Context: an optimization exercise on an open-source flow, tuned for small area, a short achievable clock period and few clock cycles per item. The choices shown serve that exercise and are no tape-out recipe.
RTL that was checked went through simulation tests only; none was proved equivalent to the original.
For runs 1, 2, 7 and 8, only the layout was checked, not whether the RTL still works.

**design/flow/design.v**
```verilog
`default_nettype none
package wl_pkg;
  localparam logic [1:0] FMT_GRAY  = 2'd0;
  localparam logic [1:0] FMT_RGB16 = 2'd1;
  localparam logic [1:0] FMT_RGB8  = 2'd2;
  localparam logic [1:0] FMT_RGBA8 = 2'd3;
  localparam logic [1:0] REG_FORMAT = 2'd0;
  localparam logic [1:0] REG_LOW    = 2'd1;
  localparam logic [1:0] REG_HIGH   = 2'd2;
  localparam int RW = 32;
endpackage
`default_nettype wire
`default_nettype none
module wl_pg #(
  parameter int W = 33
) (
  input  wire logic [W-1:0] a,
  input  wire logic [W-1:0] b,
  output logic [W-1:0] p,
  output logic [W-1:0] g
);
  assign p = a ^ b;
  assign g = a & b;
endmodule
module wl_pfx #(
  parameter int W = 33
) (
  input  wire logic [W-1:0] p,
  input  wire logic [W-1:0] g,
  input  wire logic cin,
  output logic [W-1:0] c
);
  localparam int L = $clog2(W);
  logic [L:0][W-1:0] gg, pp;
  assign gg[0] = {g[W-1:1], g[0] | (p[0] & cin)};
  assign pp[0] = p;
  for (genvar l = 0; l < L; l++) begin : g_lv
    for (genvar i = 0; i < W; i++) begin : g_bit
      if (((i >> l) & 1) == 1) begin : g_join
        localparam int J = ((i >> l) << l) - 1;
        assign gg[l+1][i] = gg[l][i] | (pp[l][i] & gg[l][J]);
        assign pp[l+1][i] = pp[l][i] & pp[l][J];
      end else begin : g_pass
        assign gg[l+1][i] = gg[l][i];
        assign pp[l+1][i] = pp[l][i];
      end
    end
  end
  assign c = gg[L];
endmodule
module wl_add #(
  parameter int W = 33
) (
  input  wire logic [W-1:0] a,
  input  wire logic [W-1:0] b,
  input  wire logic cin,
  output logic [W-1:0] s
);
  logic [W-1:0] p, g, c;
  wl_pg #(.W(W)) u_pg (.a(a), .b(b), .p(p), .g(g));
  wl_pfx #(.W(W)) u_pfx (.p(p), .g(g), .cin(cin), .c(c));
  assign s = p ^ {c[W-2:0], cin};
endmodule
module wl_msb #(
  parameter int W = 33
) (
  input  wire logic [W-1:0] a,
  input  wire logic [W-1:0] b,
  input  wire logic cin,
  output logic s
);
  logic [W-1:0] p, g, c;
  wl_pg #(.W(W)) u_pg (.a(a), .b(b), .p(p), .g(g));
  wl_pfx #(.W(W)) u_pfx (.p(p), .g(g), .cin(cin), .c(c));
  assign s = p[W-1] ^ c[W-2];
endmodule
module wl_div_stage (
  input  wire logic clk,
  input  wire logic [wl_pkg::RW:0] dn,
  input  wire logic dneg,
  input  wire logic byp,
  input  wire logic [wl_pkg::RW:0] r_in,
  input  wire logic [7:0] xq_in,
  output logic [wl_pkg::RW:0] r_out,
  output logic [7:0] xq_out
);
  localparam int RW = wl_pkg::RW;
  logic sub;
  logic [RW:0] t, s;
  assign sub = !r_in[RW];
  assign t = {r_in[RW-1:0], xq_in[7]};
  wl_add #(.W(RW+1)) u_add (
    .a(t), .b(dn ^ {(RW+1){sub}}), .cin(sub ^ dneg), .s(s)
  );
  always_ff @(posedge clk) begin
    r_out <= s;
    xq_out <= {xq_in[6:0], byp ? xq_in[7] : !r_in[RW]};
  end
endmodule
`default_nettype wire
`default_nettype none
module window_level_to_rgb8 (
  input  wire logic clk,
  input  wire logic rst,
  input  wire logic cfg_we,
  input  wire logic [1:0] cfg_index,
  input  wire logic [31:0] cfg_data,
  input  wire logic pix_in_valid,
  output logic pix_in_ready,
  input  wire logic [32+16*3+8-1:0] pix_in_data,
  output logic pix_out_valid,
  input  wire logic pix_out_ready,
  output logic [31:0] pix_out_data
);
  localparam int RW = wl_pkg::RW;
  localparam int NST = 7;
  logic [1:0] fmt;
  logic signed [31:0] lo, hi;
  always_ff @(posedge clk) begin
    if (rst) begin
      fmt <= wl_pkg::FMT_GRAY;
      lo <= '0;
      hi <= 32'sd255;
    end else if (cfg_we) begin
      case (cfg_index)
        wl_pkg::REG_FORMAT: fmt <= cfg_data[1:0];
        wl_pkg::REG_LOW:    lo <= cfg_data;
        wl_pkg::REG_HIGH:   hi <= cfg_data;
        default: ;
      endcase
    end
  end
  logic is_gray, is_rgb16, is_rgb8;
  assign is_gray  = fmt == wl_pkg::FMT_GRAY;
  assign is_rgb16 = fmt == wl_pkg::FMT_RGB16;
  assign is_rgb8  = fmt[1];
  logic [RW:0] dw, dn;
  logic dneg, dzero;
  logic [RW:0] dhl;
  wl_add #(.W(RW+1)) u_dhl (.a({hi[31], hi}), .b(~{lo[31], lo}), .cin(1'b1), .s(dhl));
  assign dw = is_rgb8 ? '0 : dhl;
  always_ff @(posedge clk) begin
    dn <= dw ^ {(RW+1){dw[RW]}};
    dneg <= dw[RW];
  end
  assign dzero = dn == '0 && !dneg;
  logic [RW:0] ea;
  logic va, bypa, hda;
  logic [NST:0][RW:0] r;
  logic [NST:0][7:0] xq;
  logic [NST:0] vl, zr, st, byp, hd;
  logic rmode, out_free, deliver, recirc;
  assign out_free = !pix_out_valid || pix_out_ready;
  assign deliver = vl[NST] && out_free && (!rmode || hd[NST]);
  assign recirc = vl[NST] && !deliver;
  logic [1:0] ibn;
  logic [31:0] ib;
  logic front_free, accept, issue_ib;
  assign front_free = !recirc && !rmode;
  assign pix_in_ready = front_free && ibn == 2'd0;
  assign accept = pix_in_valid && pix_in_ready;
  assign issue_ib = front_free && ibn != 2'd0;
  logic [31:0] gs;
  logic [15:0] ri, gi, bi;
  logic [7:0] ai;
  assign {gs, ri, gi, bi, ai} = pix_in_data;
  logic ibs;
  always_ff @(posedge clk) begin
    if (rst) begin
      ibn <= '0;
      ibs <= 1'b0;
    end else if (accept && is_rgb16) begin
      ibn <= 2'd2;
      ibs <= 1'b1;
    end else if (issue_ib) begin
      ibn <= ibn - 2'd1;
      ibs <= ibn[1];
    end
  end
  always_ff @(posedge clk) begin
    if (accept) ib <= {gi, bi};
    else if (issue_ib) ib <= {ib[15:0], 16'd0};
  end
  logic signed [32:0] v;
  logic [RW:0] eb;
  always_comb begin
    if (ibs) v = {17'd0, ib[31:16]};
    else if (is_gray) v = 33'(signed'(gs));
    else if (is_rgb16) v = {17'd0, ri};
    else v = {1'b0, ri[7:0], gi[7:0], bi[7:0], fmt[0] ? ai : 8'd0};
  end
  wl_add #(.W(RW+1)) u_ea (
    .a(v), .b(is_rgb8 ? '1 : ~{lo[31], lo}), .cin(1'b1), .s(eb)
  );
  logic sl, fs;
  logic [7:0] y;
  logic [31:0] d32;
  assign sl = !r[NST][RW];
  wl_msb #(.W(RW+1)) u_last (
    .a({r[NST][RW-1:0], xq[NST][7]}), .b(dn ^ {(RW+1){sl}}), .cin(sl ^ dneg), .s(fs)
  );
  always_comb begin
    if (byp[NST]) y = {xq[NST][6:0], xq[NST][7]};
    else if (dzero) y = 8'd128;
    else if (zr[NST]) y = 8'd0;
    else if (st[NST]) y = 8'd255;
    else y = {xq[NST][5:0], !r[NST][RW], !fs};
    d32 = {r[NST][30:0], xq[NST][7]};
  end
  always_ff @(posedge clk) begin
    if (recirc) ea <= is_rgb8 ? {1'b0, d32} : {25'd0, y};
    else ea <= eb;
    bypa <= recirc;
    hda <= recirc && (!rmode || hd[NST]);
  end
  logic [RW-1:0] ub;
  logic sb;
  wl_add #(.W(RW)) u_ub (
    .a(ea[RW-1:0]), .b(~{{8{ea[RW]}}, ea[RW-1:8]}),
    .cin(!(dneg || ea[7:0] != 8'd0)), .s(ub)
  );
  wl_msb #(.W(RW+2)) u_sat (
    .a({ea[RW], ea}), .b({1'b0, dn} ^ {(RW+2){!dneg}}), .cin(!dneg), .s(sb)
  );
  always_ff @(posedge clk) begin
    if (is_rgb8 || bypa) begin
      r[0] <= {9'd0, ea[31:8]};
      xq[0] <= ea[7:0];
    end else begin
      r[0] <= {1'b0, ub ^ {RW{dneg}}};
      xq[0] <= dneg ? ea[7:0] : -ea[7:0];
    end
    zr[0] <= ea == '0 || (ea[RW] ^ dneg);
    st[0] <= dneg ? sb : !sb;
    byp[0] <= bypa;
    hd[0] <= hda;
  end
  for (genvar k = 0; k < NST; k++) begin : g_div
    wl_div_stage u_div (
      .clk(clk), .dn(dn), .dneg(dneg), .byp(byp[k]),
      .r_in(r[k]), .xq_in(xq[k]),
      .r_out(r[k+1]), .xq_out(xq[k+1])
    );
    always_ff @(posedge clk) begin
      zr[k+1] <= zr[k];
      st[k+1] <= st[k];
      byp[k+1] <= byp[k];
      hd[k+1] <= hd[k];
    end
  end
  always_ff @(posedge clk) begin
    if (rst) begin
      va <= 1'b0;
      vl <= '0;
      rmode <= 1'b0;
    end else begin
      va <= recirc || accept || issue_ib;
      vl <= {vl[NST-1:0], va};
      rmode <= recirc || (rmode && !(vl[NST] && hd[NST]));
    end
  end
  logic [1:0] och;
  logic olast;
  assign olast = !is_rgb16 || och == 2'd2;
  always_ff @(posedge clk) begin
    if (rst) och <= '0;
    else if (deliver) och <= olast ? 2'd0 : och + 2'd1;
  end
  always_ff @(posedge clk) begin
    if (deliver) begin
      if (is_gray) pix_out_data <= {y, y, y, 8'd0};
      else if (is_rgb16) pix_out_data <= {pix_out_data[23:8], y, 8'd0};
      else pix_out_data <= d32;
    end
  end
  always_ff @(posedge clk) begin
    if (rst) pix_out_valid <= 1'b0;
    else if (deliver) pix_out_valid <= olast;
    else if (pix_out_ready) pix_out_valid <= 1'b0;
  end
endmodule
`default_nettype wire
```
**design/flow/run.sh**
```bash
#!/bin/bash
# synth_recipe.tcl (not shown) runs the flow's synth.tcl, then flattens the netlist and writes it again
# the make line also repeats each setting of config.mk as NAME=value (left out here)
make -C /OpenROAD-flow-scripts/flow DESIGN_CONFIG=/design/flow/config.mk WORK_HOME=/design/flow/orfs CLKGATE_MAP_FILE= SYNTH_SCRIPT=/design/flow/synth_recipe.tcl finish
```
**design/flow/config.mk**
```make
export PLATFORM = sky130hd
export DESIGN_NAME = window_level_to_rgb8
export DESIGN_NICKNAME = window_level_to_rgb8
export VERILOG_FILES = /design/flow/design.v
export SDC_FILE = /design/flow/constraint.sdc
export NUM_CORES = 4
export LEC_CHECK = 0
export CAP_MARGIN = 20
export CORE_MARGIN = 2
export CORE_UTILIZATION = 40
export PLACE_DENSITY = 0.6
export SLEW_MARGIN = 20
export SYNTH_HIERARCHICAL = 1
```
**design/flow/constraint.sdc**
```tcl
create_clock -name core_clock -period 5.0 [get_ports {clk}]
set_input_delay 1.0000 -clock core_clock [delete_from_list [all_inputs] [get_ports {clk}]]
set_output_delay 1.0000 -clock core_clock [all_outputs]
set_load 0.01 [all_outputs]
```
==> results.yml, run 1 <==
floorplanning:
  initial_core_util_pct: 40.3
  rows: 108
  fp.dieH_um: 300
  die_w_um: 300
  core-area_um2: 86800
  ios: 161
  dieArea_um2: 89800
synthesis:
  synth_area_um2: 35000
  synthCells: 3621
  ys_warn_count: 8
  syn-mean-instance-area_um2: 9.66
worst_setup_path:
  worstReg2RegEnd: "ea[27]"
  required_ns: 5.50
  worstSetupEndpointType: "flip-flop"
  crit_top_cell: "nand2_1"
  slowest_delay_ns: 0.78
  reg2reg_from: "fmt[1]"
  r2r_cells: 14
  crit_chain: "buf_4 > nor2_1 > a21oi_1 > o21ai_0 > ha_1 > and4_1 > and3_1 > a32oi_1 > nand3_1 > a31o_2 > a31o_1 > xor2_1 > nand2_1 > nand2_1"
  path_class: "flip-flop to flip-flop"
  regToRegSetupSlack_ns: 0.99
  cp_top_family: "compound AO/OA/AOI/OAI gates"
  arrival_ns: 4.51
  worst-path-max-fanout: 58
  cp-start-kind: "flip-flop"
  slowest_stage: "dfxtp_4"
  critPathBufInv: 1
clocking:
  hold_buffers: 0
  numCtsBuffers: 67
  clk_pin_slew_ns: 0.06
  clockBufferDepth: 3
  cts_tree: "built"
  post-cts-setup-buffers: 0
  h-tree-depth: 3
  cts.sinks: 573
  root_buffer: "clkbuf_16"
  worstSkewPairLatency_ns: 0.62
  post_cts_resized: 0
timing:
  finalMaxSlewViolations: 0
  tns_ns: 0
  max_freq_ghz: 0.249
  worst_slew_pin_slew_ns: 1.12
  slew_headroom_pct: 25.5
  setup_viol: 0
  skew_ns: 0.0362
  finalHoldViolCount: 0
  layout_setup_ws_ns: 0.986
  grt_setup_unrepaired: "false"
  timing.final.crit_share_pct: 80.3
  finalCriticalPeriod_ns: 4.01
  holdWs_ns: 0.316
cells_and_area:
  layout_commonest_cell: "dfxtp_1"
  syn2layout_area_growth_pct: 14.4
  fin_util_pct: 46.1
  diodes: 0
  nFillCells: 8441
  multi_input_area_um2: 21700
  finalInstanceArea_um2: 40000
  layout_common_cells: "499 x dfxtp_1, 399 x ha_1, 356 x xor2_1, 336 x xnor2_1, 288 x nand2_1"
  layout-drive-gt1-share_pct: 9.49
  fin_cells: 5000
  layout.nets: 4319
  seq_area_um2: 12100
routing:
  routed_wirelength_um: 96300
  viasPerCell: 5.25
  vias: 26200
  avgRoutedWirePerCell_um: 19.3
  antenna_left: 0
  drt-pass1-iter-count: 6
  drc: 0
  drtIter0Drc: 1779
global_routing:
  grt_max_degree: 83
  antenna_found_initial: 4
  grt_pass1_vias: 25200
  grt_pass1_wl_um: 147000
  gr-usage-all-layers_pct: 21.2
  grt.overflow.total: 0
place:
  dp_cells: 4879
  placedInstanceArea_um2: 37700
  io_buffers: 160
  dpl_worst_slack_ns: 0.553
  detailed_place_hpwl_um: 73300
  gp_congestion: 0.887
flow_run:
  drv_cap: 0
min_path:
  hold_depth: 0
  worstHoldPathType: "flip-flop to flip-flop"
  holdPathEnd: "zr[7]"
  worstHoldStart: "zr[6]"
status:
  status: "timing/DRC/antenna clean"
==> registers in the layout (all words and copies together) (netlist names), 8 cells and up <==
register / count
dn: 32
st: 8
pix_out_data: 32
hi: 32
xq: 8
vl: 8
g_div.u_div.r_out: 231
byp: 8
lo: 32
r: 32
hd: 8
g_div.u_div.xq_out: 56
ea: 33
ib: 32
zr: 8
==> worst reg2reg max path, stage by stage (launching register included) <==
cell and delay (ns):
dfxtp_4 0.78, buf_4 0.47, nor2_1 0.09, a21oi_1 0.18
o21ai_0 0.12, ha_1 0.41, and4_1 0.24, and3_1 0.18
a32oi_1 0.22, nand3_1 0.34, a31o_2 0.37, a31o_1 0.23
xor2_1 0.16, nand2_1 0.06, nand2_1 0.06
==> worst max path at each step <==
stage | start | to | slack, ns | cells after the start
2_1_floorplan | dneg | st[0] | 1.55 | 14
3_3_place_gp | pix_in_data[40] | ea[27] | 0.59 | 15
3_5_place_dp | pix_in_data[40] | ea[27] | 0.55 | 15
4_1_cts | fmt[1] | ea[27] | 1.03 | 14
5_1_grt | fmt[1] | ea[29] | 0.67 | 14
6_report | fmt[1] | ea[27] | 0.99 | 14
==> layer usage <==
layer	track usage, %	routed length [µm]	up-vias
li1	-	-	13100
met1	29.4	45500	12300
met2	33.9	42800	662
met3	3.27	5040	172
met4	6.81	2980	0
met5	0	0	-
==> cell type report <==
type | instances | share of cell area [%]
clock inverters | 19 | 0.616
repair buffers | 215 | 5.02
flip-flops and latches | 573 | 30.3
multi-input cells | 2821 | 54.2
well taps | 1155 | 3.61
inverters | 115 | 1.08
clock buffers | 102 | 5.13
==> run 2: changes to the inputs <==
--- a/design/flow/config.mk
+++ b/design/flow/config.mk
@@ -9,5 +9,6 @@
 export CORE_MARGIN = 2
 export CORE_UTILIZATION = 40
 export PLACE_DENSITY = 0.6
+export SETUP_SLACK_MARGIN = 2.0
 export SLEW_MARGIN = 20
 export SYNTH_HIERARCHICAL = 1
==> run 2 against run 1 <==
Still clean on timing, DRC and antenna. Synthesized cell count stayed put. Hold slack gained 0.0055 ns. Non-clock buffer count grew 134. Global-route usage up 1.3 points. Die area did not move. Critical path type is now primary input to flip-flop. Critical endpoint is now ea[11]. Largest cell class unchanged.
==> results.yml, run 2 <==
floorplanning:
  ios: 161
  die_w_um: 300
  rows: 108
  dieArea_um2: 89800
  core-area_um2: 86800
  fp.dieH_um: 300
  initial_core_util_pct: 40.3
global_routing:
  gr-usage-all-layers_pct: 22.6
  grt_max_degree: 64
  grt.overflow.total: 0
  antenna_found_initial: 1
  grt_pass1_wl_um: 157000
  grt_pass1_vias: 26500
cells_and_area:
  fin_cells: 5137
  regMostFlops: "g_div.u_div.r_out"
  syn2layout_area_growth_pct: 23.0
  nFillCells: 8054
  layout-drive-gt1-share_pct: 18.1
  layout.nets: 4454
  fin_util_pct: 49.6
  layout_common_cells: "460 x dfxtp_1, 372 x ha_1, 350 x xor2_1, 301 x xnor2_1, 287 x nand2_1"
  largest_reg_flops: 231
  layout_commonest_cell: "dfxtp_1"
  reg_top3: "g_div.u_div.r_out: 231 flops, g_div.u_div.xq_out: 56 flops, ea: 33 flops"
timing:
  finalHoldViolCount: 0
  layout_setup_ws_ns: 1.82
  timing.final.crit_share_pct: 63.5
  grt_setup_unrepaired: "true"
  worst_slew_pin_slew_ns: 1.01
  max_freq_ghz: 0.315
  holdWs_ns: 0.322
  finalCriticalPeriod_ns: 3.18
  finalMaxSlewViolations: 0
  slew_headroom_pct: 32.8
  skew_ns: 0.0339
  tns_ns: 0
  setup_viol: 0
clocking:
  hold_buffers: 0
  cts_tree: "built"
  root_buffer: "clkbuf_16"
  clockBufferDepth: 3
  worstSkewPairLatency_ns: 0.62
  clk_pin_slew_ns: 0.06
  h-tree-depth: 3
  numCtsBuffers: 68
  cts.sinks: 573
routing:
  drtIter0Drc: 1819
  antenna_left: 0
  routed_wirelength_um: 104000
  vias: 27200
  viasPerCell: 5.30
  drt-pass1-iter-count: 6
  drc: 0
  avgRoutedWirePerCell_um: 20.2
place:
  gp_congestion: 0.918
  dpl_worst_slack_ns: 0.896
  io_buffers: 160
  dp_cells: 4870
  detailed_place_hpwl_um: 72600
status:
  status: "timing/DRC/antenna clean"
worst_setup_path:
  worstReg2RegEnd: "ea[27]"
  worstSetupEndpointType: "flip-flop"
  required_ns: 5.49
  crit_path_start: "pix_in_data[58]"
  regToRegSetupSlack_ns: 1.89
  path_class: "primary input to flip-flop"
  reg2reg_from: "fmt[0]"
  r2r_cells: 15
  arrival_ns: 3.67
  crit_end: "ea[11]"
  cp-start-kind: "primary input"
  worst-path-max-fanout: 4
synthesis:
  syn-mean-instance-area_um2: 9.66
  synthCells: 3621
  ys_warn_count: 8
  synth_area_um2: 35000
flow_run:
  drv_cap: 0
min_path:
  worstHoldPathType: "flip-flop to flip-flop"
## run 2: changes by cell type in the layout (fill, tap and decap cells not counted), moves of 29 or more
cell             delta
dfxtp_1            -39
xnor2_1            -35
o21ai_0            -29
clkdlybuf4s50_1    -43
xnor2_2            +30
dlygate4sd2_1      +30
buf_4              +74
## run 2: worst min path at each step
stage / from / to / slack (ns) / cells after the start
finish: hd[4] / hd[5] / 0.32 / 0
global route: xq[6] / g_div[0].u_div.xq_out[7] / 0.33 / 0
CTS: xq[6] / g_div[0].u_div.xq_out[7] / 0.32 / 0
detailed placement: xq[3] / g_div[0].u_div.xq_out[4] / 0.31 / 0
global placement: g_div[0].u_div.xq_out[2] / g_div[1].u_div.xq_out[3] / 0.31 / 0
floorplan: xq[0] / g_div[0].u_div.xq_out[1] / 0.31 / 0
## run 2: layout make-up
type	instances	area (µm²)	area share [%]
Sequential cell	573	12200	28.4
Antenna cell	1	2.50	0.00582
Tap cell	1155	1450	3.36
Clock inverter	34	404	0.939
Multi-Input combinational cell	2821	22900	53.3
Timing Repair Buffer	349	3660	8.51
Inverter	115	432	1.00
Clock buffer	89	1900	4.42
## run 2: metal layers
| layer | share of wire [%] | vias to the layer above | wire length (µm) | track usage, % |
|---|---|---|---|---|
| met2 | 45 | 778 | 46700 | 36.6 |
| met3 | 5.4 | 217 | 5630 | 3.60 |
| met5 | 0 | - | 0 | 0 |
| li1 | - | 13400 | - | - |
| met4 | 4.3 | 0 | 4450 | 8.99 |
| met1 | 45 | 12800 | 47100 | 30.1 |
## run 2: critical path, stage by stage
cell and delay (ns):
clkdlybuf4s50_1 0.39, mux2i_1 0.12, nor2_1 0.09, a211oi_2 0.20, a21oi_1 0.08, ha_1 0.36
and4_4 0.21, or2_4 0.25, a21o_1 0.24, a21o_1 0.22, a31o_2 0.22, xor2_1 0.15
nand2_1 0.06, o21ai_1 0.07
## run 2: timing repair
action / 4_1_cts / 5_1_grt
endpoints found under the setup margin: 225 / 141
buffers inserted: 94 / 38
gates cloned: 8 / 3
pin swaps: 106 / 131
resized for setup: 226 / 161
## run 2: per-stage QoR
step	cell area (µm²)
floorplan	35100
global placement	37700
detailed placement	37700
CTS	41900
global route	43000
finish	43000
==> run 3: changes to the inputs <==
--- a/design/flow/design.v
+++ b/design/flow/design.v
@@ -30,7 +30,7 @@
   input  wire logic cin,
   output logic [W-1:0] c
 );
-  localparam int L = $clog2(W);
+  localparam int L = W > 32 ? 6 : W > 16 ? 5 : W > 8 ? 4 : W > 4 ? 3 : W > 2 ? 2 : 1;
   logic [L:0][W-1:0] gg, pp;
   assign gg[0] = {g[W-1:1], g[0] | (p[0] & cin)};
   assign pp[0] = p;
@@ -153,41 +153,44 @@
   assign out_free = !pix_out_valid || pix_out_ready;
   assign deliver = vl[NST] && out_free && (!rmode || hd[NST]);
   assign recirc = vl[NST] && !deliver;
-  logic [1:0] ibn;
-  logic [31:0] ib;
-  logic front_free, accept, issue_ib;
+  logic ivld, ilast;
+  logic [1:0] iph;
+  logic [47:0] ib;
+  logic front_free, issue, accept;
   assign front_free = !recirc && !rmode;
-  assign pix_in_ready = front_free && ibn == 2'd0;
+  assign issue = ivld && front_free;
+  assign pix_in_ready = !ivld || (front_free && ilast);
   assign accept = pix_in_valid && pix_in_ready;
-  assign issue_ib = front_free && ibn != 2'd0;
   logic [31:0] gs;
   logic [15:0] ri, gi, bi;
   logic [7:0] ai;
   assign {gs, ri, gi, bi, ai} = pix_in_data;
-  logic ibs;
   always_ff @(posedge clk) begin
     if (rst) begin
-      ibn <= '0;
-      ibs <= 1'b0;
-    end else if (accept && is_rgb16) begin
-      ibn <= 2'd2;
-      ibs <= 1'b1;
-    end else if (issue_ib) begin
-      ibn <= ibn - 2'd1;
-      ibs <= ibn[1];
-    end
-  end
-  always_ff @(posedge clk) begin
-    if (accept) ib <= {gi, bi};
-    else if (issue_ib) ib <= {ib[15:0], 16'd0};
+      ivld <= 1'b0;
+    end else if (pix_in_ready) begin
+      ivld <= pix_in_valid;
+    end
+  end
+  always_ff @(posedge clk) begin
+    if (pix_in_ready) begin
+      iph <= '0;
+      ilast <= !is_rgb16;
+      if (is_gray) ib <= {16'd0, gs};
+      else if (is_rgb16) ib <= {ri, gi, bi};
+      else ib <= {16'd0, ri[7:0], gi[7:0], bi[7:0], fmt[0] ? ai : 8'd0};
+    end else if (issue) begin
+      iph <= iph + 2'd1;
+      ilast <= iph == 2'd1;
+      ib <= {ib[31:0], 16'd0};
+    end
   end
   logic signed [32:0] v;
   logic [RW:0] eb;
   always_comb begin
-    if (ibs) v = {17'd0, ib[31:16]};
-    else if (is_gray) v = 33'(signed'(gs));
-    else if (is_rgb16) v = {17'd0, ri};
-    else v = {1'b0, ri[7:0], gi[7:0], bi[7:0], fmt[0] ? ai : 8'd0};
+    if (is_gray) v = {ib[31], ib[31:0]};
+    else if (is_rgb16) v = {17'd0, ib[47:32]};
+    else v = {1'b0, ib[31:0]};
   end
   wl_add #(.W(RW+1)) u_ea (
     .a(v), .b(is_rgb8 ? '1 : ~{lo[31], lo}), .cin(1'b1), .s(eb)
@@ -254,7 +257,7 @@
       vl <= '0;
       rmode <= 1'b0;
     end else begin
-      va <= recirc || accept || issue_ib;
+      va <= recirc || issue;
       vl <= {vl[NST-1:0], va};
       rmode <= recirc || (rmode && !(vl[NST] && hd[NST]));
     end
--- a/design/flow/config.mk
+++ b/design/flow/config.mk
@@ -9,6 +9,6 @@
 export CORE_MARGIN = 2
 export CORE_UTILIZATION = 40
 export PLACE_DENSITY = 0.6
-export SETUP_SLACK_MARGIN = 2.0
+export SETUP_SLACK_MARGIN = 2.5
 export SLEW_MARGIN = 20
 export SYNTH_HIERARCHICAL = 1
==> run 3 against run 2 <==
Still clean. Register-to-register slack better by 0.06 ns. Fmax increased by 4.1%. Sequential share of layout area shrank 2.6 points. Cell count rose by 8.7%. Utilization up 6.7 points. Wire length grew 12%. Die area grew 2.7%. Design area grew 16%. Via count rose by 9.6%.
==> results.yml, run 3 <==
global_routing:
  grt_max_degree: 83
  antenna_found_initial: 1
  grt_pass1_wl_um: 169000
  grt_pass1_vias: 28800
  gr-usage-all-layers_pct: 23.6
  grt.overflow.total: 0
floorplanning:
  dieArea_um2: 92300
  die_w_um: 304
  initial_core_util_pct: 40.5
  rows: 109
  fp.dieH_um: 304
  ios: 161
  core-area_um2: 88800
cells_and_area:
  diodes: 0
  fin_util_pct: 56.3
  layout_common_cells: "418 x dfxtp_1, 340 x buf_4, 335 x nand2_1, 334 x xor2_1, 304 x ha_1"
  finalInstanceArea_um2: 50000
  syn2layout_area_growth_pct: 39.1
  layout-drive-gt1-share_pct: 31.6
  fin_cells: 5583
  largest_reg_flops: 231
  layout_commonest_cell: "dfxtp_1"
  layout.nets: 4891
  regMostFlops: "g_div.u_div.r_out"
  reg_top3: "g_div.u_div.r_out: 231 flops, g_div.u_div.xq_out: 56 flops, ib: 48 flops"
clocking:
  numCtsBuffers: 68
  clockBufferDepth: 3
  h-tree-depth: 3
  clk_pin_slew_ns: 0.06
  hold_buffers: 0
  cts_tree: "built"
  root_buffer: "clkbuf_16"
  worstSkewPairLatency_ns: 0.65
  cts.sinks: 590
timing:
  max_freq_ghz: 0.328
  worst_slew_pin_slew_ns: 1.02
  grt_setup_unrepaired: "true"
  holdWs_ns: 0.317
  finalHoldViolCount: 0
  tns_ns: 0
  slew_headroom_pct: 31.9
  setup_viol: 0
  timing.final.crit_share_pct: 61.0
  skew_ns: 0.0336
  finalMaxSlewViolations: 0
  finalCriticalPeriod_ns: 3.05
  layout_setup_ws_ns: 1.95
place:
  dpl_worst_slack_ns: 1.22
  io_buffers: 160
  gp_congestion: 0.911
  dp_cells: 4976
  placedInstanceArea_um2: 39200
  detailed_place_hpwl_um: 72700
synthesis:
  synthCells: 3733
  synth_area_um2: 35900
  ys_warn_count: 8
  syn-mean-instance-area_um2: 9.63
routing:
  drc: 0
  routed_wirelength_um: 116000
  viasPerCell: 5.34
  antenna_left: 0
  avgRoutedWirePerCell_um: 20.8
  vias: 29800
  drtIter0Drc: 1856
  drt-pass1-iter-count: 6
worst_setup_path:
  cp_top_family: "simple AND/OR/NAND/NOR gates"
  required_ns: 5.39
  r2r_cells: 13
  critPathBufInv: 1
  worst-path-max-fanout: 10
  cp-start-kind: "flip-flop"
  path_class: "flip-flop to flip-flop"
  slowest_delay_ns: 0.61
  slowest_stage: "dfxtp_4"
  regToRegSetupSlack_ns: 1.95
  arrival_ns: 3.44
  worstReg2RegEnd: "pix_out_data[8]"
  reg2reg_from: "dn[24]"
  crit_chain: "xnor2_1 > ha_1 > and4_2 > and3_1 > a311o_1 > a21oi_2 > inv_2 > a21o_1 > xor2_1 > nor2b_4 > nor2b_1 > nand2_1 > nand3_1"
  worstSetupEndpointType: "flip-flop"
flow_run:
  drv_cap: 0
min_path:
  worstHoldPathType: "flip-flop to flip-flop"
  worstHoldStart: "g_div[2].u_div.xq_out[6]"
  hold_depth: 0
  holdPathEnd: "g_div[3].u_div.xq_out[7]"
status:
  status: "timing/DRC/antenna clean"
run 3: cell types whose count changed in the layout (fill, tap and decap cells not counted), sizes merged, moves of 6 or more:
cell,before,now
a211oi,34,24
a22oi,22,9
a31oi,12,18
buf,184,517
clkbuf,93,101
clkdlybuf4s50,116,124
dlymetal6s2s,10,0
edfxtp,64,81
inv,120,111
mux2,17,10
mux2i,19,28
nand2,288,369
nand3,48,57
o21ai,130,154
run 3: how the worst max path moves through the flow:
| stage | from | to | slack, ns | depth (start not counted) |
|---|---|---|---|---|
| 2_1_floorplan | g_div[6].u_div.r_out[32] | pix_out_data[8] | 2.15 | 16 |
| 3_3_place_gp | pix_out_ready | ib[10] | 1.26 | 7 |
| 3_5_place_dp | pix_out_ready | ib[11] | 1.22 | 7 |
| 4_1_cts | g_div[6].u_div.r_out[32] | pix_out_data[8] | 2.05 | 15 |
| 5_1_grt | lo[19] | dn[15] | 1.82 | 15 |
| 6_report | dn[24] | pix_out_data[8] | 1.95 | 13 |
run 3: worst register-to-register path, cell delays in order (launching register included):
cell	delay (ns)
dfxtp_4	0.61
xnor2_1	0.25
ha_1	0.27
and4_2	0.24
and3_1	0.19
a311o_1	0.36
a21oi_2	0.12
inv_2	0.03
a21o_1	0.17
xor2_1	0.17
nor2b_4	0.19
nor2b_1	0.06
nand2_1	0.08
nand3_1	0.07
run 3: final cells by class:
cell class,instances,area (µm²)
fill,7474,38800
multi-input combinational,2919,25900
sequential,590,12900
timing repair buffer,679,7020
clock buffer,98,2050
tap,1165,1460
inverter,107,413
clock inverter,25,278
run 3: routing by layer:
layer	share of wire [%]	global-route usage [%]	vias to the layer above
li1	-	-	14400
met1	41	28.7	14200
met2	48	40.1	892
met3	5.3	4.05	320
met4	5.4	11.9	0
met5	0	0	-
run 3: repair_timing:
action / 4_1_cts / 5_1_grt
cloned: 18 / 3
pin swaps: 332 / 270
resized for setup: 570 / 329
buffers inserted: 321 / 142
setup endpoints to repair: 385 / 314
Testbench counts of run 3, summed over its fixed seeds: cycles 15,817, items 8,192.
==> run 4: changes to the inputs <==
--- a/design/flow/config.mk
+++ b/design/flow/config.mk
@@ -7,8 +7,8 @@
 export LEC_CHECK = 0
 export CAP_MARGIN = 20
 export CORE_MARGIN = 2
-export CORE_UTILIZATION = 40
-export PLACE_DENSITY = 0.6
-export SETUP_SLACK_MARGIN = 2.5
+export CORE_UTILIZATION = 65
+export PLACE_DENSITY = 0.75
+export SETUP_SLACK_MARGIN = 2.0
 export SLEW_MARGIN = 20
 export SYNTH_HIERARCHICAL = 1
==> run 4 against run 3 <==
Highest routed layer unchanged. Global-route usage rose by 13 points. Non-clock buffer count fell by 363. Sequential share of layout area rose by 4.3 points. Critical endpoint unchanged. Die area fell by 38%. Utilization rose by 21 points. Clock skew fell by 0.0050 ns.
==> results.yml, run 4 <==
status:
  status: "timing/DRC/antenna clean"
synthesis:
  synthCells: 3733
  synth_area_um2: 35900
  ys_warn_count: 8
  syn-mean-instance-area_um2: 9.63
place:
  io_buffers: 160
  dpl_worst_slack_ns: 1.36
  detailed_place_hpwl_um: 76100
  gp_congestion: 1.02
timing:
  slew_headroom_pct: 25.6
  worst_slew_pin_slew_ns: 1.12
  finalCriticalPeriod_ns: 3.07
  skew_ns: 0.0286
  finalHoldViolCount: 0
  grt_setup_unrepaired: "true"
  finalMaxSlewViolations: 0
  max_freq_ghz: 0.326
  timing.final.crit_share_pct: 61.4
  layout_setup_ws_ns: 1.93
  setup_viol: 0
  tns_ns: 0
worst_setup_path:
  required_ns: 5.37
  slowest_stage: "dfxtp_4"
  crit_chain: "buf_12 > buf_16 > xnor2_2 > ha_1 > and3_4 > and3_4 > a32oi_1 > nand3_1 > a21oi_2 > inv_2 > a21o_1 > xor2_1 > nor2b_4 > nor2b_1 > nand2_1 > nand3_1"
  slowest_delay_ns: 0.39
  worst-path-max-fanout: 7
  cp-start-kind: "flip-flop"
  arrival_ns: 3.44
  worstSetupEndpointType: "flip-flop"
  path_class: "flip-flop to flip-flop"
cells_and_area:
  largest_reg_flops: 231
  layout_common_cells: "439 x dfxtp_1, 367 x ha_1, 363 x nand2_1, 359 x xor2_1, 321 x xnor2_1"
  diodes: 0
  layout.nets: 4519
  layout_commonest_cell: "dfxtp_1"
  layout-drive-gt1-share_pct: 15.8
  reg_top3: "g_div.u_div.r_out: 231 flops, g_div.u_div.xq_out: 56 flops, ib: 48 flops"
  regMostFlops: "g_div.u_div.r_out"
  syn2layout_area_growth_pct: 18.1
clocking:
  cts.sinks: 590
  root_buffer: "clkbuf_16"
  hold_buffers: 0
  clk_pin_slew_ns: 0.06
  numCtsBuffers: 61
  cts_tree: "built"
  h-tree-depth: 2
  clockBufferDepth: 3
  worstSkewPairLatency_ns: 0.65
global_routing:
  antenna_found_initial: 0
  grt_pass1_vias: 28200
  grt.overflow.total: 0
  grt_max_degree: 83
  grt_pass1_wl_um: 159000
  gr-usage-all-layers_pct: 36.2
floorplanning:
  ios: 161
  rows: 86
  die_w_um: 239
  fp.dieH_um: 239
  core-area_um2: 54900
  initial_core_util_pct: 65.5
  dieArea_um2: 57200
routing:
  routed_wirelength_um: 109000
  antenna_left: 0
  drtIter0Drc: 2537
  drc: 0
  viasPerCell: 6.13
  drt-pass1-iter-count: 6
  avgRoutedWirePerCell_um: 22.8
  vias: 29100
min_path:
  worstHoldPathType: "flip-flop to flip-flop"
flow_run:
  drv_cap: 0
## run 4: path summary, 6_finish.rpt
kind / cells after the start / to / startpoint / slack, ns
worst min register to register: 0 / zr[5] / zr[4] / 0.31
worst max register to register: 16 / pix_out_data[8] / g_div[6].u_div.r_out[32] / 1.93
worst max-delay path: 16 / pix_out_data[8] / g_div[6].u_div.r_out[32] / 1.93
worst min-delay path: 0 / zr[5] / zr[4] / 0.31
## run 4: layout make-up
| type | instances | area, µm² |
|---|---|---|
| clock inverters | 33 | 390 |
| well taps | 704 | 881 |
| flip-flops and latches | 590 | 12800 |
| clock buffers | 83 | 1750 |
| inverters | 107 | 402 |
| fillers | 3719 | 12400 |
| repair buffers | 316 | 3340 |
| multi-input cells | 2917 | 22900 |
## run 4: per-layer routing
metal	part of all wire [%]	vias to the layer above	GRT usage, %	routed length, µm
met2	48	1176	62.1	51900
li1	-	13700	-	-
met4	7.1	0	23.3	7730
met5	0	-	0	0
met3	6.2	375	4.90	6740
met1	39	13900	42.7	42200
## run 4: timing repair
item | in CTS | in global routing
cloned | 3 | 4
pin swaps | 14 | 65
endpoints found under the setup margin | 209 | 183
gates resized for setup | 110 | 156
setup buffers | 52 | 46
## run 4: stage by stage
stage                     utilization (%)  hold slack (ns)  cell area [µm²]  instances
final                                77.4            0.307            42500       4750
after global routing                 77.4            0.314            42500       4750
after CTS                            75.3            0.296            41300       4700
after detailed placement             69.4            0.312            38100       4529
after global placement               69.4            0.310            38100       4529
after floorplan                         -            0.310            36100       3743
## run 4: worst max-delay path: cells and delay by family (launching register included)
kind / cells / cell delay (ns)
AND/OR/NAND/NOR: 7 / 0.92
buffers and inverters: 3 / 0.35
flip-flops: 1 / 0.39
XOR/XNOR: 2 / 0.33
adder cells (fa/ha/maj): 1 / 0.27
AO/OA/AOI/OAI: 3 / 0.51
==> run 5: changes to the inputs <==
--- a/design/flow/config.mk
+++ b/design/flow/config.mk
@@ -9,6 +9,6 @@
 export CORE_MARGIN = 2
 export CORE_UTILIZATION = 65
 export PLACE_DENSITY = 0.75
-export SETUP_SLACK_MARGIN = 2.0
+export SETUP_SLACK_MARGIN = 1.7
 export SLEW_MARGIN = 20
 export SYNTH_HIERARCHICAL = 1
==> run 5 against run 4 <==
Register-to-register slack worse by 0.16 ns. Synthesized cell count stayed put. Wire length decreased by 3.4%. Critical endpoint is now ea[32]. Count of clock-buffer cells in the layout shrank 5. Non-clock buffer count shrank 83. Utilization decreased by 3.1 points. Clock skew increased by 0.0015 ns. Hold slack better by 0.015 ns. Largest cell class unchanged. Critical path depth shrank 3.
==> results.yml, run 5 <==
worst_setup_path:
  worstSetupEndpointType: "flip-flop"
  critical_path_depth: 13
  crit_chain: "buf_12 > buf_16 > nand2b_1 > ha_1 > a21o_1 > a21o_1 > a221o_1 > a311o_1 > a21oi_2 > inv_2 > a21o_1 > xor2_1 > and2_1"
  slowest_stage: "ha_1"
  path_class: "flip-flop to flip-flop"
  crit_top_cell: "a21o_1"
  r2r_cells: 13
  required_ns: 5.53
  critPathBufInv: 3
  crit_path_start: "fmt[1]"
  worst-path-max-fanout: 54
  slowest_delay_ns: 0.41
  cp-start-kind: "flip-flop"
  arrival_ns: 3.76
  cp_top_family: "compound AO/OA/AOI/OAI gates"
  reg2reg_from: "fmt[1]"
synthesis:
  synth_area_um2: 35900
  ys_warn_count: 8
  syn-mean-instance-area_um2: 9.63
  synthCells: 3733
min_path:
  worstHoldStart: "zr[3]"
  hold_depth: 0
  worstHoldPathType: "flip-flop to flip-flop"
clocking:
  cts_tree: "built"
  clk_pin_slew_ns: 0.07
  root_buffer: "clkbuf_16"
  h-tree-depth: 2
  cts.sinks: 590
  numCtsBuffers: 60
  hold_buffers: 0
  clockBufferDepth: 3
  worstSkewPairLatency_ns: 0.66
global_routing:
  grt.overflow.total: 0
  antenna_found_initial: 1
  grt_max_degree: 83
  gr-usage-all-layers_pct: 35.7
  grt_pass1_vias: 28200
  grt_pass1_wl_um: 158000
cells_and_area:
  layout.nets: 4436
  reg_top3: "g_div.u_div.r_out: 231 flops, g_div.u_div.xq_out: 56 flops, ib: 48 flops"
  regMostFlops: "g_div.u_div.r_out"
  nFillCells: 3994
  largest_reg_flops: 231
  layout_commonest_cell: "dfxtp_1"
  layout-drive-gt1-share_pct: 11.3
  syn2layout_area_growth_pct: 13.4
  layout_common_cells: "468 x dfxtp_1, 399 x ha_1, 367 x nand2_1, 360 x xor2_1, 329 x xnor2_1"
timing:
  tns_ns: 0
  slew_headroom_pct: 34.5
  worst_slew_pin_slew_ns: 0.983
  max_freq_ghz: 0.309
  finalHoldViolCount: 0
  timing.final.crit_share_pct: 64.6
  setup_viol: 0
  holdWs_ns: 0.322
  skew_ns: 0.0301
  finalCriticalPeriod_ns: 3.23
  grt_setup_unrepaired: "false"
  finalMaxSlewViolations: 0
place:
  io_buffers: 160
  detailed_place_hpwl_um: 75900
  gp_congestion: 1.00
floorplanning:
  initial_core_util_pct: 65.5
  die_w_um: 239
  core-area_um2: 54900
  fp.dieH_um: 239
  dieArea_um2: 57200
  ios: 161
  rows: 86
flow_run:
  drv_cap: 0
routing:
  drtIter0Drc: 2218
  routed_wirelength_um: 105000
  drc: 0
  drt-pass1-iter-count: 6
  viasPerCell: 6.12
  vias: 28500
  avgRoutedWirePerCell_um: 22.5
  antenna_left: 0
status:
  status: "timing/DRC/antenna clean"
-- run 5: worst paths after layout --
check | slack, ns | end
worst max-delay path | 1.77 | ea[32]
worst min-delay path | 0.32 | zr[4]
worst max register to register | 1.77 | ea[32]
worst min register to register | 0.32 | zr[4]
-- run 5: per-stage QoR --
step                      std cells  util, %  setup WS, ns  instance area [µm²]
after detailed placement       4519     69.2          1.35                38000
after global routing           4665     74.3          1.70                40800
after CTS                      4639     73.4          1.48                40300
after floorplan                3743        -          1.72                36000
final                          4666     74.3          1.77                40800
after global placement         4519     69.2          1.35                38000
-- run 5: cell type report --
class | count | area [µm²] | share of cell area [%]
multi-input cells | 2918 | 22300 | 54.6
flip-flops and latches | 590 | 12700 | 31.2
repair buffers | 233 | 2390 | 5.87
clock buffers | 78 | 1720 | 4.22
well taps | 704 | 881 | 2.16
inverters | 107 | 402 | 0.985
clock inverters | 35 | 377 | 0.924
diodes | 1 | 2.50 | 0.00614
-- run 5: repair_timing --
item,in CTS,in global routing
endpoints found under the setup margin,93,96
resized for setup,40,55
pin swaps,0,14
cloned,2,2
setup buffers,5,24
-- run 5: routing by layer --
metal | wire length, µm | global-route usage [%]
met5 | 0 | 0
met4 | 6980 | 21.5
met3 | 6510 | 4.86
met2 | 49000 | 59.4
met1 | 42400 | 44.3
==> run 6: changes to the inputs <==
--- a/design/flow/config.mk
+++ b/design/flow/config.mk
@@ -7,8 +7,8 @@
 export LEC_CHECK = 0
 export CAP_MARGIN = 20
 export CORE_MARGIN = 2
-export CORE_UTILIZATION = 65
-export PLACE_DENSITY = 0.75
-export SETUP_SLACK_MARGIN = 1.7
+export CORE_UTILIZATION = 40
+export PLACE_DENSITY = 0.6
+export SETUP_SLACK_MARGIN = 2.0
 export SLEW_MARGIN = 20
 export SYNTH_HIERARCHICAL = 1
==> run 6 against run 5 <==
Synthesized cell count unchanged. Fmax increased by 7.8%. Cell count up 11%. Wire length fell by 1.3%. Register-to-register slack better by 0.23 ns. First-iteration DRC count shrank 9.6%. Setup slack improved by 0.23 ns. Critical path type unchanged.
==> results.yml, run 6 <==
floorplanning:
  dieArea_um2: 92300
  fp.dieH_um: 304
  initial_core_util_pct: 40.5
  ios: 161
  die_w_um: 304
  rows: 109
  core-area_um2: 88800
routing:
  avgRoutedWirePerCell_um: 20.0
  viasPerCell: 5.28
  antenna_left: 0
  routed_wirelength_um: 104000
  drc: 0
  drtIter0Drc: 2004
  drt-pass1-iter-count: 7
  vias: 27400
worst_setup_path:
  path_class: "flip-flop to flip-flop"
  crit_chain: "buf_12 > xnor2_1 > ha_1 > a21oi_2 > o21ai_1 > a221o_1 > a311o_1 > a21oi_2 > inv_2 > a21o_1 > xor2_1 > nor2b_4 > nor2b_1 > nand2_1 > nand3_1"
  critPathBufInv: 2
  worstReg2RegEnd: "pix_out_data[8]"
  cp_top_family: "compound AO/OA/AOI/OAI gates"
  crit_top_cell: "a21oi_2"
  r2r_cells: 15
  regToRegSetupSlack_ns: 2.00
  crit_path_start: "g_div[6].u_div.r_out[32]"
  slowest_stage: "dfxtp_4"
  required_ns: 5.35
  arrival_ns: 3.35
  worstSetupEndpointType: "flip-flop"
  worst-path-max-fanout: 12
  reg2reg_from: "g_div[6].u_div.r_out[32]"
  cp-start-kind: "flip-flop"
  slowest_delay_ns: 0.37
flow_run:
  drv_cap: 0
min_path:
  worstHoldStart: "g_div[0].u_div.xq_out[0]"
  holdPathEnd: "g_div[1].u_div.xq_out[1]"
  worstHoldPathType: "flip-flop to flip-flop"
  hold_depth: 0
clocking:
  hold_buffers: 0
  root_buffer: "clkbuf_16"
  worstSkewPairLatency_ns: 0.61
  cts_tree: "built"
  numCtsBuffers: 68
  clockBufferDepth: 3
  h-tree-depth: 3
  clk_pin_slew_ns: 0.06
  cts.sinks: 590
global_routing:
  grt.overflow.total: 0
  grt_pass1_vias: 26300
  gr-usage-all-layers_pct: 21.8
  antenna_found_initial: 1
  grt_max_degree: 83
  grt_pass1_wl_um: 156000
synthesis:
  ys_warn_count: 8
  synth_area_um2: 35900
  syn-mean-instance-area_um2: 9.63
  synthCells: 3733
place:
  io_buffers: 160
  placedInstanceArea_um2: 38600
  dpl_worst_slack_ns: 1.30
  detailed_place_hpwl_um: 75300
  gp_congestion: 0.915
timing:
  finalHoldViolCount: 0
  setup_viol: 0
  max_freq_ghz: 0.334
  timing.final.crit_share_pct: 60.0
  layout_setup_ws_ns: 2.00
  worst_slew_pin_slew_ns: 1.01
  finalCriticalPeriod_ns: 3.00
  slew_headroom_pct: 32.7
  finalMaxSlewViolations: 0
  grt_setup_unrepaired: "true"
  skew_ns: 0.0227
  tns_ns: 0
cells_and_area:
  layout_common_cells: "452 x dfxtp_1, 375 x ha_1, 361 x nand2_1, 360 x xor2_1, 328 x xnor2_1"
  layout-drive-gt1-share_pct: 14.3
  seq_area_um2: 12800
  layout_commonest_cell: "dfxtp_1"
  largest_reg_flops: 231
  fin_util_pct: 48.0
  nFillCells: 8357
  finalInstanceArea_um2: 42600
  layout.nets: 4495
  multi_input_area_um2: 22700
  regMostFlops: "g_div.u_div.r_out"
  syn2layout_area_growth_pct: 18.5
  diodes: 0
  reg_top3: "g_div.u_div.r_out: 231 flops, g_div.u_div.xq_out: 56 flops, ib: 48 flops"
status:
  status: "timing/DRC/antenna clean"
-- run 6: layout make-up --
| class | instances | share of cell area (%) |
|---|---|---|
| clock inverter | 30 | 0.875 |
| clock buffer | 92 | 4.64 |
| inverter | 107 | 0.943 |
| sequential | 590 | 30.0 |
| timing repair buffer | 281 | 6.80 |
| multi-input combinational | 2921 | 53.4 |
| tap | 1165 | 3.42 |
-- run 6: through the flow --
step,std cells,hold slack (ns)
6_report,5186,0.319
5_1_grt,5186,0.316
4_1_cts,5153,0.315
3_5_place_dp,4984,0.312
3_3_place_gp,4984,0.310
2_1_floorplan,3743,0.310
-- run 6: per-layer routing --
metal	routed length, µm	up-vias	GRT usage, %
li1	-	13700	-
met1	46600	12800	29.0
met2	48300	776	36.1
met3	5130	178	2.82
met4	3560	0	7.98
met5	0	-	0
-- run 6: worst max-delay path by stage --
stage / depth (start not counted) / end
floorplan: 14 / dn[12]
global placement: 13 / dn[14]
detailed placement: 13 / dn[14]
CTS: 13 / pix_out_data[8]
global route: 13 / pix_out_data[8]
finish: 15 / pix_out_data[8]
-- run 6: timing repair --
item	CTS	global route
endpoints found under the setup margin	226	101
setup buffers	39	32
resized for setup	107	93
gates cloned	8	1
pin swaps	23	24
==> run 7: changes to the inputs <==
--- a/design/flow/design.v
+++ b/design/flow/design.v
@@ -145,13 +145,16 @@
   end
   assign dzero = dn == '0 && !dneg;
   logic [RW:0] ea;
-  logic va, bypa, hda;
+  logic va, bypa;
   logic [NST:0][RW:0] r;
   logic [NST:0][7:0] xq;
-  logic [NST:0] vl, zr, st, byp, hd;
+  logic [NST:0] vl, zr, st, byp;
+  logic [3:0] hcnt;
+  logic hd_end;
+  assign hd_end = hcnt == 4'd0;
   logic rmode, out_free, deliver, recirc;
   assign out_free = !pix_out_valid || pix_out_ready;
-  assign deliver = vl[NST] && out_free && (!rmode || hd[NST]);
+  assign deliver = vl[NST] && out_free && (!rmode || hd_end);
   assign recirc = vl[NST] && !deliver;
   logic ivld, ilast;
   logic [1:0] iph;
@@ -214,7 +217,6 @@
     if (recirc) ea <= is_rgb8 ? {1'b0, d32} : {25'd0, y};
     else ea <= eb;
     bypa <= recirc;
-    hda <= recirc && (!rmode || hd[NST]);
   end
   logic [RW-1:0] ub;
   logic sb;
@@ -236,7 +238,6 @@
     zr[0] <= ea == '0 || (ea[RW] ^ dneg);
     st[0] <= dneg ? sb : !sb;
     byp[0] <= bypa;
-    hd[0] <= hda;
   end
   for (genvar k = 0; k < NST; k++) begin : g_div
     wl_div_stage u_div (
@@ -248,18 +249,20 @@
       zr[k+1] <= zr[k];
       st[k+1] <= st[k];
       byp[k+1] <= byp[k];
-      hd[k+1] <= hd[k];
     end
   end
   always_ff @(posedge clk) begin
     if (rst) begin
       va <= 1'b0;
       vl <= '0;
+      hcnt <= '0;
       rmode <= 1'b0;
     end else begin
       va <= recirc || issue;
       vl <= {vl[NST-1:0], va};
-      rmode <= recirc || (rmode && !(vl[NST] && hd[NST]));
+      rmode <= recirc || (rmode && !(vl[NST] && hd_end));
+      if (recirc && (!rmode || hd_end)) hcnt <= 4'(NST + 1);
+      else if (hcnt != 4'd0) hcnt <= hcnt - 4'd1;
     end
   end
   logic [1:0] och;
==> run 7 against run 6 <==
Clock skew increased by 0.0051 ns. Global-route usage decreased by 0.24 points. Critical path type unchanged. Flip-flop and latch count decreased by 5. Critical endpoint is now pix_out_data[16]. Critical path depth unchanged. Largest cell class unchanged.
==> results.yml, run 7 <==
global_routing:
  grt_pass1_vias: 26500
  gr-usage-all-layers_pct: 21.5
  grt.overflow.total: 0
  grt_max_degree: 82
  antenna_found_initial: 0
  grt_pass1_wl_um: 152000
synthesis:
  ys_warn_count: 8
  synth_area_um2: 35700
  synthCells: 3735
  syn-mean-instance-area_um2: 9.56
clocking:
  clockBufferDepth: 3
  cts_tree: "built"
  worstSkewPairLatency_ns: 0.62
  numCtsBuffers: 68
  h-tree-depth: 3
  cts.sinks: 585
  clk_pin_slew_ns: 0.06
  root_buffer: "clkbuf_16"
cells_and_area:
  layout-drive-gt1-share_pct: 14.0
  reg_top3: "g_div.u_div.r_out: 231 flops, g_div.u_div.xq_out: 56 flops, ib: 48 flops"
  fin_cells: 5189
  syn2layout_area_growth_pct: 18.8
  regMostFlops: "g_div.u_div.r_out"
  layout.nets: 4500
  layout_common_cells: "441 x dfxtp_1, 390 x ha_1, 380 x nand2_1, 354 x xor2_1, 314 x xnor2_1"
  largest_reg_flops: 231
  fin_util_pct: 47.9
  layout_commonest_cell: "dfxtp_1"
  diodes: 0
timing:
  timing.final.crit_share_pct: 65.7
  grt_setup_unrepaired: "true"
  skew_ns: 0.0278
  finalMaxSlewViolations: 0
  slew_headroom_pct: 34.8
  worst_slew_pin_slew_ns: 0.978
  setup_viol: 0
  finalHoldViolCount: 0
  max_freq_ghz: 0.304
  finalCriticalPeriod_ns: 3.29
  tns_ns: 0
min_path:
  worstHoldPathType: "flip-flop to flip-flop"
place:
  io_buffers: 160
  dp_cells: 4980
  gp_congestion: 0.913
  detailed_place_hpwl_um: 72500
routing:
  drt-pass1-iter-count: 5
  drc: 0
  vias: 27000
  antenna_left: 0
  viasPerCell: 5.19
  avgRoutedWirePerCell_um: 19.3
  drtIter0Drc: 1629
  routed_wirelength_um: 100000
worst_setup_path:
  path_class: "flip-flop to flip-flop"
  crit_chain: "buf_12 > buf_16 > xnor2_2 > ha_1 > and3_4 > and3_4 > a32oi_1 > nand3_1 > a21oi_2 > inv_2 > a21o_1 > xor2_2 > a21oi_2 > a22oi_2 > o211ai_1"
  worst-path-max-fanout: 7
  arrival_ns: 3.63
  required_ns: 5.34
  cp-start-kind: "flip-flop"
  slowest_stage: "dfxtp_4"
  slowest_delay_ns: 0.40
  worstSetupEndpointType: "flip-flop"
floorplanning:
  core-area_um2: 88500
  die_w_um: 303
  initial_core_util_pct: 40.4
  dieArea_um2: 91700
  ios: 161
  rows: 109
  fp.dieH_um: 303
status:
  status: "timing/DRC/antenna clean"
flow_run:
  drv_cap: 0
-- run 7: cell count changes in the layout (fill, tap and decap cells not counted), sizes merged, moves of 7 or more --
cell,change
a21oi,+12
a31oi,-7
o211ai,+9
nand3,-24
a222oi,-14
nand2,+11
inv,+8
nor2,+13
-- run 7: per-layer routing --
layer	up-vias	GRT usage (%)	wire length [µm]
met2	614	36.0	46100
met3	229	2.91	4200
met4	0	9.63	4880
met5	-	0	0
li1	13600	-	-
met1	12500	27.6	44900
-- run 7: area by class of cell --
| class | count | area [µm²] |
|---|---|---|
| Fill cell | 8335 | 46100 |
| Multi-Input combinational cell | 2927 | 22600 |
| Sequential cell | 585 | 12700 |
| Timing Repair Buffer | 280 | 2960 |
| Clock buffer | 89 | 1900 |
| Tap cell | 1165 | 1460 |
| Inverter | 110 | 413 |
| Clock inverter | 33 | 372 |
-- run 7: worst paths after layout --
| path | start | depth (start not counted) | to | slack, ns |
|---|---|---|---|---|
| max | g_div[6].u_div.r_out[32] | 15 | pix_out_data[16] | 1.71 |
| min | st[2] | 0 | st[3] | 0.32 |
| max reg2reg | g_div[6].u_div.r_out[32] | 15 | pix_out_data[16] | 1.71 |
| min reg2reg | st[2] | 0 | st[3] | 0.32 |
-- run 7: critical path, delay by kind of cell (launching register included) --
family,cells,cell delay [ns]
XOR/XNOR,2,0.37
flip-flops,1,0.40
AND/OR/NAND/NOR,3,0.56
AO/OA/AOI/OAI,6,1.03
buffers and inverters,3,0.32
adder cells (fa/ha/maj),1,0.33
-- run 7: per-stage QoR --
stage	hold WS [ns]	worst slack (ns)	instance area (µm²)
floorplan	0.310	1.99	35900
global placement	0.310	1.33	38400
detailed placement	0.312	1.25	38400
CTS	0.324	1.77	41700
global route	0.324	1.64	42400
finish	0.317	1.71	42400
-- run 7: repair_timing --
item,4_1_cts,5_1_grt
cloned,5,2
setup endpoints to repair,216,112
pin swaps,34,49
resized for setup,122,90
endpoints found under the hold margin,0,0
hold buffers,0,0
setup buffers,53,27
==> run 8: changes to the inputs <==
--- a/design/flow/config.mk
+++ b/design/flow/config.mk
@@ -8,6 +8,8 @@
 export CAP_MARGIN = 20
 export CORE_MARGIN = 2
 export CORE_UTILIZATION = 40
+export CTS_BUF_LIST = sky130_fd_sc_hd__clkbuf_8
+export CTS_CLUSTER_SIZE = 30
 export PLACE_DENSITY = 0.6
 export SETUP_SLACK_MARGIN = 2.0
 export SLEW_MARGIN = 20
==> run 8 against run 7 <==
Die area unchanged. Flip-flop and latch count unchanged. Via count increased by 1.2%. Global-route usage increased by 0.066 points. First-iteration DRC count decreased by 2.8%. Critical path depth unchanged. Critical path type unchanged. Critical endpoint unchanged.
==> results.yml, run 8 <==
status:
  status: "timing/DRC/antenna clean"
worst_setup_path:
  worst-path-max-fanout: 6
  r2r_cells: 15
  path_class: "flip-flop to flip-flop"
  slowest_stage: "dfxtp_4"
  cp_top_family: "compound AO/OA/AOI/OAI gates"
  critical_path_depth: 15
  arrival_ns: 3.68
  critPathBufInv: 3
  cp-start-kind: "flip-flop"
  crit_chain: "buf_12 > buf_16 > xnor2_2 > ha_1 > and3_1 > and3_4 > a32oi_1 > nand3_1 > a21oi_2 > inv_2 > a21o_1 > xor2_2 > a21oi_1 > a22oi_2 > o211ai_1"
  worstSetupEndpointType: "flip-flop"
  required_ns: 5.43
  slowest_delay_ns: 0.37
floorplanning:
  fp.dieH_um: 303
  rows: 109
  initial_core_util_pct: 40.4
  core-area_um2: 88500
  dieArea_um2: 91700
  ios: 161
  die_w_um: 303
cells_and_area:
  syn2layout_area_growth_pct: 20.5
  seq_area_um2: 12700
  finalInstanceArea_um2: 43000
  multi_input_area_um2: 23000
  layout-drive-gt1-share_pct: 16.6
  nFillCells: 8309
  layout.nets: 4543
  layout_commonest_cell: "dfxtp_1"
  layout_common_cells: "438 x dfxtp_1, 368 x nand2_1, 367 x ha_1, 355 x xor2_1, 318 x xnor2_1"
  regMostFlops: "g_div.u_div.r_out"
  largest_reg_flops: 231
  reg_top3: "g_div.u_div.r_out: 231 flops, g_div.u_div.xq_out: 56 flops, ib: 48 flops"
clocking:
  clockBufferDepth: 3
  numCtsBuffers: 103
  h-tree-depth: 3
  cts.sinks: 585
  root_buffer: "clkbuf_8"
  worstSkewPairLatency_ns: 0.72
  clk_pin_slew_ns: 0.06
  cts_tree: "built"
timing:
  grt_setup_unrepaired: "true"
  finalCriticalPeriod_ns: 3.25
  setup_viol: 0
  tns_ns: 0
  finalHoldViolCount: 0
  skew_ns: 0.0415
  worst_slew_pin_slew_ns: 0.979
  holdWs_ns: 0.320
  timing.final.crit_share_pct: 65.0
  slew_headroom_pct: 34.8
  finalMaxSlewViolations: 0
  max_freq_ghz: 0.308
routing:
  viasPerCell: 5.18
  drt-pass1-iter-count: 5
  vias: 27300
  antenna_left: 0
  drtIter0Drc: 1583
  drc: 0
  avgRoutedWirePerCell_um: 19.2
  routed_wirelength_um: 101000
min_path:
  worstHoldPathType: "flip-flop to flip-flop"
  hold_depth: 0
synthesis:
  ys_warn_count: 8
  synth_area_um2: 35700
  synthCells: 3735
  syn-mean-instance-area_um2: 9.56
global_routing:
  antenna_found_initial: 1
  grt_pass1_wl_um: 153000
  grt.overflow.total: 0
  grt_max_degree: 82
  gr-usage-all-layers_pct: 21.6
  grt_pass1_vias: 26800
place:
  detailed_place_hpwl_um: 72500
  placedInstanceArea_um2: 38400
  gp_congestion: 0.913
  io_buffers: 160
flow_run:
  drv_cap: 0
## run 8: cell types whose count changed in the layout (fill, tap and decap cells not counted), sizes merged
cell,before,now
diode,0,1
buf,118,123
inv,117,130
bufinv,6,14
clkbuf,91,133
bufbuf,2,3
clkinvlp,4,5
clkinv,16,24
## run 8: repair_timing
| item | in CTS | in global routing |
|---|---|---|
| pin swaps | 17 | 51 |
| gates cloned | 6 | 4 |
| hold buffers | 0 | 0 |
| gates resized for setup | 119 | 154 |
| buffers inserted | 53 | 32 |
| endpoints found under the setup margin | 221 | 170 |
## run 8: area by class of cell
cell class	instances	area share [%]
inverter	110	0.959
clock inverter	63	1.52
multi-input combinational	2927	53.4
tap	1165	3.39
timing repair buffer	288	7.13
clock buffer	129	4.13
sequential	585	29.5
antenna	1	0.00581
## run 8: path summary, 6_finish.rpt
kind | slack [ns] | startpoint | to
worst max register to register | 1.75 | g_div[6].u_div.r_out[32] | pix_out_data[16]
worst min-delay path | 0.32 | st[2] | st[3]
worst max-delay path | 1.75 | g_div[6].u_div.r_out[32] | pix_out_data[16]
worst min register to register | 0.32 | st[2] | st[3]
## run 8: metal layers
metal	track usage (%)	wire [µm]	up-vias
met5	0	0	-
met4	10.1	5020	0
met3	2.69	4020	241
met2	36.1	46400	636
met1	27.7	45500	12700
li1	-	-	13700
## run 8: metrics by stage
step / std cells / util [%] / setup WS [ns]
global placement: 4980 / 43.3 / 1.33
finish: 5268 / 48.6 / 1.75
detailed placement: 4980 / 43.3 / 1.25
CTS: 5231 / 47.4 / 1.78
floorplan: 3745 / - / 1.99
global route: 5268 / 48.6 / 1.69

separate check: timing with driven ports:
How much do the figures lean on ideal ports? The routed layouts below were timed once more, with nothing changed but the port constraints.
Step 1, drivers: a clkbuf_16 drives clk and a buf_2 each remaining input, both assumed.
Step 2, shift: input delay + t, output delay - t, t = (earliest + latest rising clock arrival at the registers) / 2. This alone moves slack from input paths to output paths.
a / b / c = ideal ports / drivers / drivers and shift; a / b = the first two.
run	t, ns	setup slack, ns	worst setup path at the end
run 1	0.678	0.986 / 0.986 / 0.483	input to register
run 2	0.670	1.824 / 1.863 / 1.193	input to register
run 3	0.696	1.950 / 1.950 / 1.950	register to register
run 4	0.700	1.931 / 1.931 / 1.931	register to register
run 5	0.712	1.768 / 1.768 / 1.463	input to register
run 6	0.667	2.002 / 2.002 / 1.647	input to register
run 7	0.671	1.713 / 1.713 / 1.713	register to register
run 8	0.764	1.751 / 1.751 / 1.751	register to register
After both steps every run listed still meets setup and hold. The setup slack of run 2, which loses most, moves by +0.039 ns with the drivers and by -0.631 ns with both steps.
